From an optimization exercise on the open Yosys and OpenROAD flow, aimed at small area and a short achievable clock period; shortcuts taken in it are not production practice.
No functional check of the RTL was part of any run shown here.
Power is estimated from default activity; no workload was simulated.

==> flow/design.v, too long to show whole: its modules and the start of the top module <==
// module cpu_alu_shifter: 41 lines
// module cpu_alu: 865 lines
// module cpu_alu_benc: 10 lines
// module cpu_alu_bpp: 11 lines
// module cpu_alu_fa: 10 lines
// module cpu_alu_ha: 9 lines
// module cpu_alu_cpa: 260 lines
module cpu_alu #(
    parameter int WIDTH = pkg_cpu_alu::ALU_WIDTH
) (
    input  logic             clk,
    input  logic             rst,
    input  logic             in_valid,
    input  logic [WIDTH-1:0] a,
    input  logic [WIDTH-1:0] b,
    input  logic [3:0]       oper,
    input  logic [3:0]       flags_in,
    output logic             out_valid,
    output logic [WIDTH-1:0] result,
    output logic [3:0]       flags_out
);
  // ...
==> flow/run.sh <==
#!/bin/bash
# synth_recipe.tcl (not shown) runs the flow's synth.tcl, then flattens the netlist and writes it again
# the make line also repeats each setting of config.mk as NAME=value (left out here)
make -C /OpenROAD-flow-scripts/flow DESIGN_CONFIG=/design/flow/config.mk WORK_HOME=/design/flow/orfs CLKGATE_MAP_FILE= SYNTH_SCRIPT=/design/flow/synth_recipe.tcl finish
==> flow/config.mk <==
export PLATFORM = sky130hd
export DESIGN_NAME = cpu_alu
export DESIGN_NICKNAME = cpu_alu
export VERILOG_FILES = /design/flow/design.v
export SDC_FILE = /design/flow/constraint.sdc
export NUM_CORES = 4
export LEC_CHECK = 0
export CAP_MARGIN = 20
export CORE_MARGIN = 2
export CORE_UTILIZATION = 40
export SETUP_SLACK_MARGIN = 3
export SLEW_MARGIN = 20
export SYNTH_HIERARCHICAL = 1
==> flow/constraint.sdc <==
create_clock -name core_clock -period 11.0 [get_ports {clk}]
set_input_delay 2.2000 -clock core_clock [delete_from_list [all_inputs] [get_ports {clk}]]
set_output_delay 2.2000 -clock core_clock [all_outputs]
set_load 0.01 [all_outputs]
==> implementation parameters, run 1 <==
Parameter                              Value

Layout
  Share of post-route cells with drive strength above 1    between 20% and 30%
  Final Core Density    a little under half
  Leading cell category by total area    multi-input combinational cells
  Post-Layout Inst Area    about 25,000 um2
  Multi-input logic portion of the cell area    between 70 and 80%
  Largest registers    r_result: 32 flops, r_flags: 3 flops, r_valid: 1 flops
  Flip-flop and latch share of the layout cell area    2.876%
  Area occupied by registers    720.7 um2
  Top library cells by usage in the layout, fill and taps aside    sky130_fd_sc_hd__xnor2_1, sky130_fd_sc_hd__fa_1, sky130_fd_sc_hd__buf_4
  Register with the highest flop count    r_result

Route
  Antenna-violating nets left    0
  Mean number of vias per cell    6.347

Critical path
  Largest stage delay on the critical path    0.61 ns
  Worst-path cell chain    buf_16 > buf_16 > nand2b_1 > o22ai_4 > buf_12 > a22oi_1 > xnor2_1 > fa_1 > fa_1 > fa_2 > fa_1 > fa_2 > nand2_1 > o21ai_2 > inv_2 > ha_4 > and4_2 > a221o_1 > a22o_1 > or2_4 > a2111oi_4 > a311o_1 > o21a_1
  Arrival time of the worst setup path    roughly 8 ns

Floorplan
  Y dimension of the die    235.0 um
  Number of cell rows    84

Synthesis
  Top-count cell post-synth    sky130_fd_sc_hd__xnor2_1
  Share of the synthesized area in the top cell type    20.27%
  Post-synthesis async set-or-reset flop share    0%
  EDFF count, synth    0
  Count of yosys warnings during synthesis    9

Power
  Clock Power Share    3.7%
  Group drawing the most power    combinational logic

Global route
  Met2 track demand over resource in global routing    49.28%
  Vias in the first global route    20,036
  Maximum number of pins on one net before global-route repair    64

Timing
  Crit share post-route    72.23%
  Worst-margin pin slew    around 0.86 ns

Clock tree
  Hold-fix buffers, CTS    0
  Number of clock buffers inserted by TritonCTS    5

Status
  Status  timing/DRC/antenna clean
==> run 2, diff against run 1 <==
--- a/flow/config.mk
+++ b/flow/config.mk
@@ -7,7 +7,7 @@
 export LEC_CHECK = 0
 export CAP_MARGIN = 20
 export CORE_MARGIN = 2
-export CORE_UTILIZATION = 40
+export CORE_UTILIZATION = 60
 export SETUP_SLACK_MARGIN = 3
 export SLEW_MARGIN = 20
 export SYNTH_HIERARCHICAL = 1
==> run 2 against run 1 <==
  * Synthesized area unchanged
  * Still clean
  * Highest routed layer unchanged
  * Largest power group unchanged
  * Clock-buffer cell count unchanged
  * Wire length fell by 5.2%
  * Total power decreased by 0.94%
  * Via count is essentially flat
  * Design area decreased by 3.1%
  * Maximum frequency is 0.86% lower
  * Flip-flop and latch count unchanged
  * Sequential share of layout area up 0.092 points
  * Synthesized cell count did not move
  * Cell count down 8.5%
==> implementation parameters, run 2 <==
Parameter                              Value

Floorplan
  Core Area    35,310 um2
  Die outline area    ~37,000 um2
  Starting density of the core    60.43%
  IO Pins    about 110
  Y dimension of the die    192.6 um (-18%)
  Number of cell rows    69 (-18%)
  Die width    approximately 190 um

Status
  Status  timing/DRC/antenna clean

Critical path
  Classification of the worst setup path    input pin to flop
  Type of element launching the critical path    input pin
  Largest stage delay on the critical path    0.55 ns (-0.06 ns)
  Critical Path End Type    flop
  Arrival time of the worst setup path    8.20 ns (+0.02 ns)
  Slowest CP cell    sky130_fd_sc_hd__fa_2
  Required time worst endpoint    11.18 ns
  Worst-path cell chain    buf_2 > nand2b_4 > o22ai_4 > buf_4 > buf_4 > a22oi_1 > xnor2_1 > ha_1 > fa_1 > fa_1 > fa_2 > fa_1 > nand2_1 > o21ai_2 > inv_1 > ha_4 > a21o_1 > a21o_1 > a221o_1 > a22o_1 > or2_4 > buf_4 > a311o_1 > o21a_1
  Highest net fanout along the worst path    7

Route
  DRC violation count after routing    0
  Antenna-violating nets left    0 (unchanged)
  Vias post-DR    between 15,000 and 20,000
  Mean number of vias per cell    6.944 (+9.4%)
  Detailed Route WL    82,880 um
  Drt wl/cell    28.80 um
  Router iterations before antenna repair    12
  Initial detailed-routing violation count    about 2,800

Timing
  Achievable clock frequency    124.8 MHz
  Post-layout minimum cycle time    8.014 ns
  Hold Fails Final Rpt    0
  Crit share post-route    72.85% (+0.62 points)
  Number of slew-limit violations in the final report    0
  RSZ-0062 raised after global routing    true
  Final setup vio count    0
  Remaining max-slew budget at the tightest pin    26.99%
  Worst-margin pin slew    1.085 ns (+0.2271 ns)
  Post-Route Setup TNS    0 ns

Global route
  Vias in the first global route    19,628 (-2.0%)
  Number of antenna violations at the first check in global routing    4
  Busiest grt layer    met2
  First-pass GRT wire length    around 120,000 um
  Global routing usage on met3    10.55%
  Global routing usage summed across all routing layers    43.94%
  Maximum number of pins on one net before global-route repair    69 (+7.8%)
  Overall overflow remaining after global route    0
  Met1 track demand over resource    between 50% and 60%
  Met2 track demand over resource in global routing    67.42% (+18 points)

Synthesis
  Synth area leader    sky130_fd_sc_hd__fa_1
  Post-synthesis async set-or-reset flop share    0% (unchanged)
  Biggest area contributors in the synthesized netlist    sky130_fd_sc_hd__fa_1, sky130_fd_sc_hd__xnor2_1, sky130_fd_sc_hd__a22oi_2
  Most frequent cells after synthesis    sky130_fd_sc_hd__xnor2_1, sky130_fd_sc_hd__fa_1, sky130_fd_sc_hd__nand2_1
  Syn_area_per_cell    9.186 um2
  EDFF count, synth    0 (unchanged)
  Post-synth design cell area    21,340 um2
  Share of synthesized area occupied by flip-flops and latches    between 3 and 4%
  Number of distinct library cells after synthesis    94
  Main flop type after synthesis    sky130_fd_sc_hd__dfxtp_1
  Post-synthesis sequential element count    36
  Cell count after synthesis    2,323
  Top-count cell post-synth    sky130_fd_sc_hd__xnor2_1
  Share of the synthesized area in the top cell type    20.27% (unchanged)
  Count of yosys warnings during synthesis    9 (unchanged)

Worst hold path
  Class of the worst hold path    input pin to flop

Clock tree
  Clock Sink Count    36
  Clk pin slew, worst setup/hold paths    0.06 ns
  H-tree depth reported by CTS    2
  Buffers from clock root to sink, at most    2
  Master cell of the clock root buffer    sky130_fd_sc_hd__clkbuf_16
  CTS tree    yes
  Number of clock buffers inserted by TritonCTS    5 (unchanged)

Placed design
  Detailed Place HPWL    59,330 um
  Routability-driven placement congestion ratio    between 1 and 1.5
  Total of buffers placed on input and output ports    109
  Number of instances in the placed design    around 2,800

Layout
  Commonest non-fill, non-tap cell in the layout    sky130_fd_sc_hd__xnor2_1
  Post-synthesis to final-layout area growth    13.77%
  Share of post-route cells with drive strength above 1    22.12% (-1.6 points)
  Number of flip-flops in the largest register    32
  Largest registers    r_result: 32 flops, r_flags: 3 flops, r_valid: 1 flops
  Top library cells by usage in the layout, fill and taps aside    sky130_fd_sc_hd__xnor2_1, sky130_fd_sc_hd__fa_1, sky130_fd_sc_hd__nand2_1
  Filler cell count in the final layout    2,881
  Final net count    2,831
  Register with the highest flop count    r_result
  Filler-free cell count of the finished design    2,878

Power
  Power per cell area    189.3 nW/um2
  Total leakage power    9.422 nW
  Max IR drop VDD    0.9946 mV

Job
  Number of max-cap violations    0
-- run 2: metal layers --
| layer | wire length, um | vias to the layer above |
|---|---|---|
| met3 | 10110 | 321 |
| met1 | 30880 | 9803 |
| met5 | 0 | - |
| li1 | - | 8427 |
| met2 | 36420 | 1435 |
| met4 | 5468 | 0 |
-- run 2: area by class of cell --
cell class / instances / area [um2] / area share, %
antenna: 3 / 7.507 / 0.03092
timing repair buffer: 282 / 2705 / 11.14
clock buffer: 5 / 125.1 / 0.5154
multi-input combinational: 1942 / 19570 / 80.63
inverter: 146 / 548.0 / 2.257
sequential: 36 / 720.7 / 2.969
tap: 461 / 576.8 / 2.376
clock inverter: 3 / 18.77 / 0.07731
-- run 2: final timing paths --
kind	from	end	depth (start not counted)
hold / removal	rst	r_valid	2
setup / recovery	b[8]	r_result[30]	24
-- run 2: power breakdown --
| part | leakage (nW) | internal, mW | switching [mW] |
|---|---|---|---|
| logic | 9.05 | 1.90 | 2.36 |
| registers | 0.302 | 0.175 | 0.0136 |
| clock network | 0.0736 | 0.0836 | 0.0610 |
-- run 2: logic make-up after synthesis --
group	Yosys count	synth area share (%)
DFF	36	3.378
muxes	181	10.79
other	1	0.01757
adders and majority gates	343	27.71
and+or+nand+nor	384	8.690
AOI/OAI and AO/OA	624	23.81
xor gates and xnor gates	405	16.69
buffers and inverters	349	8.907
-- run 2: per-module statistics from Yosys, one instance, submodules excluded, excerpt --
module,cells inside,times used,area [um2]
cpu_alu,701,1,4778
cpu_alu_benc,5,16,38.79
cpu_alu_cpa,305,1,2342
cpu_alu_fa,1,210,20.02
cpu_alu_ha,1,30,12.51
cpu_alu_shifter,370,1,3204
-- run 2: critical path: cells and delay by family --
kind	cells	cell delay, ns
buffers and inverters	5	0.76
AND/OR/NAND/NOR	3	0.55
adder cells (fa/ha/maj)	6	2.49
AO/OA/AOI/OAI	9	1.99
XOR/XNOR	1	0.19
-- run 2: per-stage QoR --
stage	hold slack, ns	power, mW	worst slack [ns]	utilization, %	area (um2)
4_1_cts	2.445	4.335	2.907	66.91	23630
5_1_grt	2.462	4.920	2.874	68.75	24280
2_1_floorplan	2.272	2.697	3.432	-	21350
6_report	2.440	4.596	2.986	68.75	24280
3_5_place_dp	2.741	4.048	1.514	63.39	22380
3_3_place_gp	2.730	4.010	1.561	63.36	22370
-- run 2: what timing repair did --
action                     4_1_cts  5_1_grt
gates cloned                     0        3
resized for setup              135      164
pin swaps                       32       42
buffers inserted                61       22
setup endpoints to repair       19       15
hold buffers                     0        0
==> run 3, diff against run 2 <==
--- a/flow/config.mk
+++ b/flow/config.mk
@@ -5,6 +5,7 @@
 export SDC_FILE = /design/flow/constraint.sdc
 export NUM_CORES = 4
 export LEC_CHECK = 0
+export ABC_AREA = 1
 export CAP_MARGIN = 20
 export CORE_MARGIN = 2
 export CORE_UTILIZATION = 60
==> run 3 against run 2 <==
  * Sequential share of layout area shrank 0.16 points
  * Via count grew 40%
  * Worst hold slack lost 0.0055 ns
  * First-iteration DRC count grew 9.0%
  * Critical path type unchanged
  * Largest cell class unchanged
==> implementation parameters, run 3 <==
Parameter                              Value

Layout
  Final net count    4,640 (+64%)
  Area occupied by registers    720.7 um2 (unchanged)
  Top library cells by usage in the layout, fill and taps aside    sky130_fd_sc_hd__nand2_1, sky130_fd_sc_hd__nand3_1, sky130_fd_sc_hd__inv_1
  Share of post-route cells with drive strength above 1    7.246% (-15 points)
  Register with the highest flop count    r_result
  Filler-free cell count of the finished design    4,748 (+65%)
  Post-synthesis to final-layout area growth    7.031%
  Commonest non-fill, non-tap cell in the layout    sky130_fd_sc_hd__nand2_1
  Number of antenna diodes    0 (-3)
  Number of flip-flops in the largest register    32 (unchanged)
  Largest registers    r_result: 32 flops, r_flags: 3 flops, r_valid: 1 flops
  Area occupied by multi-input gates    20,740 um2 (+6.0%)
  Final Core Density    64.82% (-3.9 points)
  Filler cell count in the final layout    4,032 (+40%)

Clock tree
  Master cell of the clock root buffer    sky130_fd_sc_hd__clkbuf_16
  Buffers from clock root to sink, at most    2 (unchanged)
  Clock Sink Count    36 (unchanged)
  Hold-fix buffers, CTS    0 (unchanged)
  Number of clock buffers inserted by TritonCTS    5 (unchanged)
  H-tree depth reported by CTS    2 (unchanged)
  Clk pin slew, worst setup/hold paths    0.06 ns (about the same)
  CTS tree    yes

Power
  Max IR drop VDD    0.2685 mV (-73%)
  Power per cell area    148.2 nW/um2 (-22%)
  Total leakage power    14.31 nW (+52%)
  Final total power    3.799 mW (-17%)

Worst hold path
  Class of the worst hold path    input pin to flop
  Hold Path End    r_valid
  Origin of the worst min-delay path    in_valid
  Number of stages on the worst hold path    3 (+1)

Synthesis
  Count of yosys warnings during synthesis    9 (unchanged)
  Post-synth design cell area    23,950 um2 (+12%)
  Post-synthesis sequential element count    36 (unchanged)
  EDFF count, synth    0 (unchanged)
  Most frequent cells after synthesis    sky130_fd_sc_hd__nand2_1, sky130_fd_sc_hd__nand3_1, sky130_fd_sc_hd__inv_1
  Number of distinct library cells after synthesis    63 (-33%)
  Synth area leader    sky130_fd_sc_hd__nand2_1
  Syn_area_per_cell    5.668 um2 (-38%)
  Biggest area contributors in the synthesized netlist    sky130_fd_sc_hd__nand2_1, sky130_fd_sc_hd__fa_1, sky130_fd_sc_hd__nand3_1
  Share of synthesized area occupied by flip-flops and latches    3.009% (-0.37 points)
  Top-count cell post-synth    sky130_fd_sc_hd__nand2_1
  Cell count after synthesis    4,226 (+82%)
  Share of the synthesized area in the top cell type    31.72% (+11 points)
  Post-synthesis async set-or-reset flop share    0% (unchanged)
  Main flop type after synthesis    sky130_fd_sc_hd__dfxtp_1

Floorplan
  IO Pins    112 (unchanged)
  Number of cell rows    73 (+5.8%)
  Core Area    39,550 um2 (+12%)
  Die width    203.8 um (+5.8%)
  Y dimension of the die    203.8 um (+5.8%)
  Die outline area    41,540 um2 (+12%)
  Starting density of the core    60.57% (+0.13 points)

Timing
  Achievable clock frequency    127.3 MHz (+2.0%)
  Final setup vio count    0 (unchanged)
  Post-Route Setup TNS    0 ns (unchanged)
  Worst-margin pin slew    1.079 ns (-0.005887 ns)
  Number of slew-limit violations in the final report    0 (unchanged)
  RSZ-0062 raised after global routing    true
  Crit share post-route    71.42% (-1.4 points)
  Post-layout minimum cycle time    7.856 ns (-0.1579 ns)
  Hold Fails Final Rpt    0 (unchanged)
  Remaining max-slew budget at the tightest pin    28.05% (+1.1 points)
  Setup WS post-layout    3.144 ns (+0.1579 ns)

Route
  Drt wl/cell    19.59 um (-32%)
  Router iterations before antenna repair    6 (-6)
  Vias post-DR    27,919 (+40%)
  Mean number of vias per cell    5.880 (-15%)
  DRC violation count after routing    0 (unchanged)
  Antenna-violating nets left    0 (unchanged)
  Initial detailed-routing violation count    3,064 (+9.0%)
  Detailed Route WL    93,020 um (+12%)

Placed design
  Routability-driven placement congestion ratio    0.9962 (-3.4%)
  Worst setup slack after placement    1.791 ns (+0.2770 ns)
  Total of buffers placed on input and output ports    109 (unchanged)
  Number of instances in the placed design    4,710 (+69%)
  Detailed Place HPWL    66,520 um (+12%)

Global route
  Vias in the first global route    24,673 (+26%)
  Maximum number of pins on one net before global-route repair    92 (+33%)
  First-pass GRT wire length    140,300 um (+16%)
  Number of antenna violations at the first check in global routing    0 (-4)
  Global routing usage summed across all routing layers    43.75% (-0.18 points)
  Overall overflow remaining after global route    0 (unchanged)

Critical path
  Highest net fanout along the worst path    24 (+17)
  Slowest CP cell    sky130_fd_sc_hd__fa_1
  Type of element launching the critical path    input pin
  Critical Path End Type    flop
  Required time worst endpoint    11.21 ns (+0.03 ns)
  Largest stage delay on the critical path    0.52 ns (-0.03 ns)
  Cell type with the highest occurrence count on the critical path    sky130_fd_sc_hd__nand2_1
  Classification of the worst setup path    input pin to flop
  Arrival time of the worst setup path    8.07 ns (-0.13 ns)

Status
  Status  timing/DRC/antenna clean

Job
  Number of max-cap violations    0 (unchanged)
## run 3: layer usage
layer	GRT usage [%]	wire, um	vias up
met5	0	0	-
met1	58.26	35430	12645
met2	67.71	40500	1716
met3	8.853	11700	321
met4	21.25	5384	0
li1	-	-	13237
## run 3: stage by stage
| stage | hold slack [ns] | area, um2 |
|---|---|---|
| floorplan | 2.271 | 23960 |
| global placement | 2.730 | 24620 |
| detailed placement | 2.738 | 24620 |
| CTS | 2.435 | 25180 |
| global route | 2.461 | 25640 |
| finish | 2.434 | 25640 |
## run 3: timing repair
action | 4_1_cts | 5_1_grt
resized for setup | 104 | 110
endpoints found under the setup margin | 19 | 13
pin swaps | 2 | 8
hold endpoints to repair | 0 | 0
gates cloned | 2 | 6
setup buffers | 7 | 15
## run 3: critical path, delay by kind of cell
| kind | cells | cell delay, ns |
|---|---|---|
| AOI/OAI and AO/OA | 3 | 0.53 |
| adders and majority gates | 7 | 3.05 |
| buffers and inverters | 6 | 1.20 |
| and+or+nand+nor | 11 | 1.09 |
## run 3: kinds of logic after synthesis
| group | synth area share [%] |
|---|---|
| other cells | 0.01566 |
| xor+xnor | 1.975 |
| mux | 0.6686 |
| buf+inv | 12.16 |
| simple gates | 48.93 |
| fa+ha+maj | 24.69 |
| flops | 3.009 |
| compound gates | 8.556 |
## run 3: worst max-delay path by stage
stage            endpoint  slack [ns]  startpoint
2_1_floorplan  r_flags[2]        3.81        b[0]
5_1_grt        r_flags[2]        2.90        a[1]
3_3_place_gp   r_flags[2]        1.89        b[4]
4_1_cts        r_flags[2]        3.00       b[20]
6_report       r_flags[2]        3.14        a[1]
3_5_place_dp   r_flags[2]        1.79        b[4]
## run 3: Yosys stat by module, one instance, submodules excluded, excerpt
module / times used / cell area, um2 / flip-flops and latches
cpu_alu: 1 / 5107 / 36
cpu_alu_ha: 30 / 12.51 / 0
cpu_alu_cpa: 1 / 2669 / 0
cpu_alu_fa: 210 / 20.02 / 0
cpu_alu_benc: 16 / 41.29 / 0
cpu_alu_shifter: 1 / 3595 / 0
## run 3: power by group
part / switching, mW / internal, mW / total (mW) / leakage [nW]
clock: 0.0565 / 0.0834 / 0.140 / 0.0736
combinational: 2.09 / 1.39 / 3.48 / 13.9
sequential: 0.00926 / 0.166 / 0.176 / 0.301
## run 3: cell type report
cell class / count / share of cell area [%]
clock buffers: 5 / 0.4880
inverters: 363 / 5.368
multi-input cells: 3620 / 80.91
well taps: 525 / 2.562
clock inverters: 3 / 0.07321
flip-flops and latches: 36 / 2.811
repair inverters: 1 / 0.02928
repair buffers: 195 / 7.760

==> static timing again, ports no longer ideal <==
How much do the figures lean on ideal ports? The routed layouts below were timed once more, with nothing changed but the port constraints.
Step 1: set_driving_cell puts a clkbuf_16 on clk and a buf_2 on each other input, an assumption about the parent block.
Step 2 moves the port delays by t, midway between the first and last clock arrival at a register: inputs arrive t later, outputs are due t later. That takes back most of the time a late clock gives input paths.
a / b / c = no drivers / after step 1 / after step 2; a / b = the first two.
run | shift t [ns] | setup WS [ns] | worst slew at a driven data input, ns | cell pins on the clock port's net
run 1 | 0.339 | 3.055 / 2.908 / 2.569 | 0.27 | 1
run 2 | 0.327 | 2.986 / 2.948 / 2.621 | 0.10 | 1
run 3 | 0.321 | 3.144 / 3.158 / 2.837 | 0.04 | 1
After both steps setup and hold are still met in every run listed. The setup slack of run 1, which loses most, moves by -0.147 ns with the drivers and by -0.486 ns with both steps.
